Background: an optimization exercise with open tools, aiming at small area, a short achievable clock period and few clock cycles per item. Do not read the settings as production practice. At most, simulation tests tie the RTL to the original design; equivalence was not proved.

==> flow/design.v <==
module tea_iter_core (
  input  logic             clk,
  input  logic             rst,
  input  logic             in_valid,
  output logic             in_ready,
  input  logic             in_decrypt,
  input  logic [63:0]      in_v,
  input  logic [127:0]     in_k,
  output logic             out_valid,
  input  logic             out_ready,
  output logic [63:0]      out_v,
  output logic             out_decrypt
);
  localparam logic [31:0] DELTA        = 32'h9E3779B9;
  localparam logic [31:0] NEG_DELTA    = 32'h61C88647;   
  localparam logic [31:0] SUM_DEC_INIT = 32'hC6EF3720;   
  function automatic logic [31:0] add32(input logic [31:0] x, input logic [31:0] y,
                                        input logic cin);
    logic [31:0] g, p, gg, pp, gn, pn;
    g  = x & y;
    p  = x ^ y;
    gg = g;
    pp = p;
    gg[0] = g[0] | (p[0] & cin);
    for (int l = 0; l < 5; l++) begin
      gn = gg;
      pn = pp;
      for (int i = 0; i < 32; i++) begin
        if ((i >> l) & 1) begin
          gn[i] = gg[i] | (pp[i] & gg[((i >> l) << l) - 1]);
          pn[i] = pp[i] & pp[((i >> l) << l) - 1];
        end
      end
      gg = gn;
      pp = pn;
    end
    add32 = p ^ {gg[30:0], cin};
  endfunction
  logic         run_q;       
  logic         sw_q;        
  logic         fin_q;       
  logic         done_q;      
  logic         idle_q;      
  logic [31:0]  a_q, b_q, sum_q;
  logic [63:0]  kx_q, ky_q;
  logic         dec_q;
  logic         ph_q;        
  logic         in_rdy, accept;
  logic         step, last;
  logic [31:0]  f, b_step;
  assign f = add32(b_q << 4, kx_q[63:32], 1'b0) ^ add32(b_q, sum_q, 1'b0)
           ^ add32(b_q >> 5, kx_q[31:0], 1'b0);
  assign b_step = add32(a_q ^ {32{dec_q}}, f, 1'b0) ^ {32{dec_q}};
  assign step = run_q & ~sw_q;
  assign last = ph_q & (dec_q ? (sum_q[12] & sum_q[16] & sum_q[28])
                              : (sum_q[5] & ~sum_q[27]));
  assign in_rdy      = idle_q | (done_q & out_ready);
  assign accept      = in_valid & in_rdy;
  assign in_ready    = in_rdy & ~rst;
  assign out_valid   = done_q;
  assign out_v       = {a_q, b_q};
  assign out_decrypt = dec_q;
  always_ff @(posedge clk) begin
    if (rst) begin
      run_q  <= 1'b0;
      done_q <= 1'b0;
      idle_q <= 1'b1;
    end else if (accept) begin
      run_q  <= 1'b1;
      done_q <= 1'b0;
      idle_q <= 1'b0;
    end else if (run_q) begin
      if (sw_q ? fin_q : (last & ~dec_q)) begin
        run_q  <= 1'b0;
        done_q <= 1'b1;
      end
    end else if (out_ready) begin
      done_q <= 1'b0;
      idle_q <= 1'b1;
    end
  end
  always_ff @(posedge clk) begin
    if (accept) begin
      sw_q  <= in_decrypt;
      fin_q <= 1'b0;
    end else if (run_q) begin
      if (sw_q) sw_q <= 1'b0;
      else if (last) begin
        sw_q  <= 1'b1;
        fin_q <= 1'b1;
      end
    end
  end
  always_ff @(posedge clk) begin
    if (run_q) begin
      kx_q <= ky_q;
      ky_q <= kx_q;
      if (step) ph_q <= ~ph_q;
      sum_q <= sum_q + ((dec_q ? NEG_DELTA : DELTA) & {32{step & ph_q}});
    end else begin
      kx_q  <= in_k[63:0];
      ky_q  <= in_k[127:64];
      ph_q  <= 1'b0;
      sum_q <= in_decrypt ? SUM_DEC_INIT : DELTA;
    end
  end
  always_ff @(posedge clk) begin
    if (run_q) begin
      a_q <= b_q;
      b_q <= sw_q ? a_q : b_step;
    end else if (accept) begin
      a_q   <= in_v[63:32];
      b_q   <= in_v[31:0];
      dec_q <= in_decrypt;
    end
  end
endmodule
==> flow/config.mk <==
export PLATFORM = sky130hd
export DESIGN_NAME = tea_iter_core
export DESIGN_NICKNAME = tea_iter_core
export VERILOG_FILES = /design/flow/design.v
export SDC_FILE = /design/flow/constraint.sdc
export NUM_CORES = 4
export LEC_CHECK = 0
export CAP_MARGIN = 20
export CORE_MARGIN = 2
export CORE_UTILIZATION = 40
export CTS_BUF_LIST = sky130_fd_sc_hd__clkbuf_16
export CTS_CLUSTER_DIAMETER = 100
export CTS_CLUSTER_SIZE = 20
export SLEW_MARGIN = 20
export TNS_END_PERCENT = 0
==> flow/constraint.sdc <==
create_clock -name core_clock -period 12.0 [get_ports {clk}]
set_input_delay 2.4000 -clock core_clock [delete_from_list [all_inputs] [get_ports {clk}]]
set_output_delay 2.4000 -clock core_clock [all_outputs]
set_load 0.01 [all_outputs]
standard.sh (not shown) runs the stock make flow with config.mk's settings and CLKGATE_MAP_FILE= SYNTH_SCRIPT=/design/flow/synth_recipe.tcl, a recipe that flattens the netlist after the stock synthesis.
==> flow/flow/run.sh <==
#!/bin/bash
# Layout flow: the standard flow with three changes.
# - Synthesis is the standard synthesis (synth_recipe.tcl and ORFS's
#   synth.tcl, unchanged, so the registers are the same) except that the
#   final ABC mapping uses flow/abc_tea.script: one delay-oriented &nf
#   mapping with pin permutation, instead of ORFS's five rounds of
#   restructuring, which leaves a smaller netlist at the same speed.
# - Plain buf_1 cells as the port buffers (every port is still buffered).
# - A larger setup margin for ORFS's timing repair, so that repair works
#   towards the period the design can reach instead of stopping at 12 ns.
set -euo pipefail
W=$(pwd)
sed 's|^  log_cmd abc {\*}\$abc_args$|  set abc_args [lreplace $abc_args 1 1 $::env(TEA_ABC_SCRIPT)]\n  log_cmd abc {*}$abc_args|' \
  "$FLOW_HOME/scripts/synth.tcl" > "$W/tea_synth.tcl"
grep -q TEA_ABC_SCRIPT "$W/tea_synth.tcl"
sed "s|source \$::env(SCRIPTS_DIR)/synth.tcl|source $W/tea_synth.tcl|" \
  "$W/synth_recipe.tcl" > "$W/tea_synth_recipe.tcl"
grep -q tea_synth.tcl "$W/tea_synth_recipe.tcl"
export TEA_ABC_SCRIPT="$W/flow/abc_tea.script"
bash standard.sh "BUFFER_PORTS_ARGS=-buffer_cell sky130_fd_sc_hd__buf_1" \
  SETUP_SLACK_MARGIN=6.8 "SYNTH_SCRIPT=$W/tea_synth_recipe.tcl" finish > standard.log 2>&1
==> flow/flow/abc_tea.script <==
&get -n
&st
&dch -f
&nf -p
&put
buffer -c
topo
stime -c
upsize -c
dnsize -c
==> next run, changes <==
--- a/flow/design.v
+++ b/flow/design.v
@@ -38,11 +38,10 @@
   endfunction
   logic         run_q;       
   logic         sw_q;        
   logic         fin_q;       
   logic         done_q;      
-  logic         idle_q;      
   logic [31:0]  a_q, b_q, sum_q;
   logic [63:0]  kx_q, ky_q;
   logic         dec_q;
   logic         ph_q;        
   logic         in_rdy, accept;
@@ -52,33 +51,30 @@
            ^ add32(b_q >> 5, kx_q[31:0], 1'b0);
   assign b_step = add32(a_q ^ {32{dec_q}}, f, 1'b0) ^ {32{dec_q}};
   assign step = run_q & ~sw_q;
   assign last = ph_q & (dec_q ? (sum_q[12] & sum_q[16] & sum_q[28])
                               : (sum_q[5] & ~sum_q[27]));
-  assign in_rdy      = idle_q | (done_q & out_ready);
+  assign in_rdy      = ~run_q & (~done_q | out_ready);
   assign accept      = in_valid & in_rdy;
   assign in_ready    = in_rdy & ~rst;
   assign out_valid   = done_q;
   assign out_v       = {a_q, b_q};
   assign out_decrypt = dec_q;
   always_ff @(posedge clk) begin
     if (rst) begin
       run_q  <= 1'b0;
       done_q <= 1'b0;
-      idle_q <= 1'b1;
     end else if (accept) begin
       run_q  <= 1'b1;
       done_q <= 1'b0;
-      idle_q <= 1'b0;
     end else if (run_q) begin
       if (sw_q ? fin_q : (last & ~dec_q)) begin
         run_q  <= 1'b0;
         done_q <= 1'b1;
       end
     end else if (out_ready) begin
       done_q <= 1'b0;
-      idle_q <= 1'b1;
     end
   end
   always_ff @(posedge clk) begin
     if (accept) begin
       sw_q  <= in_decrypt;
@@ -94,11 +90,11 @@
   always_ff @(posedge clk) begin
     if (run_q) begin
       kx_q <= ky_q;
       ky_q <= kx_q;
       if (step) ph_q <= ~ph_q;
-      sum_q <= sum_q + ((dec_q ? NEG_DELTA : DELTA) & {32{step & ph_q}});
+      if (step & ph_q) sum_q <= sum_q + (dec_q ? NEG_DELTA : DELTA);
     end else begin
       kx_q  <= in_k[63:0];
       ky_q  <= in_k[127:64];
       ph_q  <= 1'b0;
       sum_q <= in_decrypt ? SUM_DEC_INIT : DELTA;
The new run passed the timing, design-rule and antenna checks; first-iteration DRC count went up by 40%; clock skew stays flat; worst setup slack is worse by 92 ps; count of clock-buffer cells in the layout went up by 3; non-clock buffer count went down by 23; cell count went down by 1.9%; routed wire length went up by about 3%; flip-flop and latch count went down by 1; design area stays flat; maximum frequency went down by about 1.7%; via count went up by 0.40%.
Testbench counts after the change, summed over its fixed seeds: cycles 25,324, items 384.
No functional check of the RTL was part of the first run of this note.

-- afterwards: timing with drivers on the ports --
Ports are ideal in the flow. The routed layouts listed here were re-timed in OpenROAD. Step 1 (the two cells are an assumption about what drives the block):
set clk [get_ports {clk}]
set_driving_cell -lib_cell sky130_fd_sc_hd__clkbuf_16 $clk
set_driving_cell -lib_cell sky130_fd_sc_hd__buf_2 [delete_from_list [all_inputs] $clk]
Step 2, shift: input delay + t, output delay - t, t = (earliest + latest rising clock arrival at the registers) / 2. This alone moves slack from input paths to output paths. Three values: ideal, step 1, step 2; two values: the first two.
| run | t (ns) | setup slack, ns | clock arrival spread, ns |
|---|---|---|---|
| the first run | 0.552 | 6.786 / 6.765 / 6.765 | 0.021 / 0.022 |
| the second run | 0.556 | 6.695 / 6.672 / 6.672 | 0.024 / 0.024 |
After both steps every run listed still meets setup and hold. For the second run, which loses most, drivers alone change the setup slack by -0.023 ns; drivers and shift together by -0.023 ns.
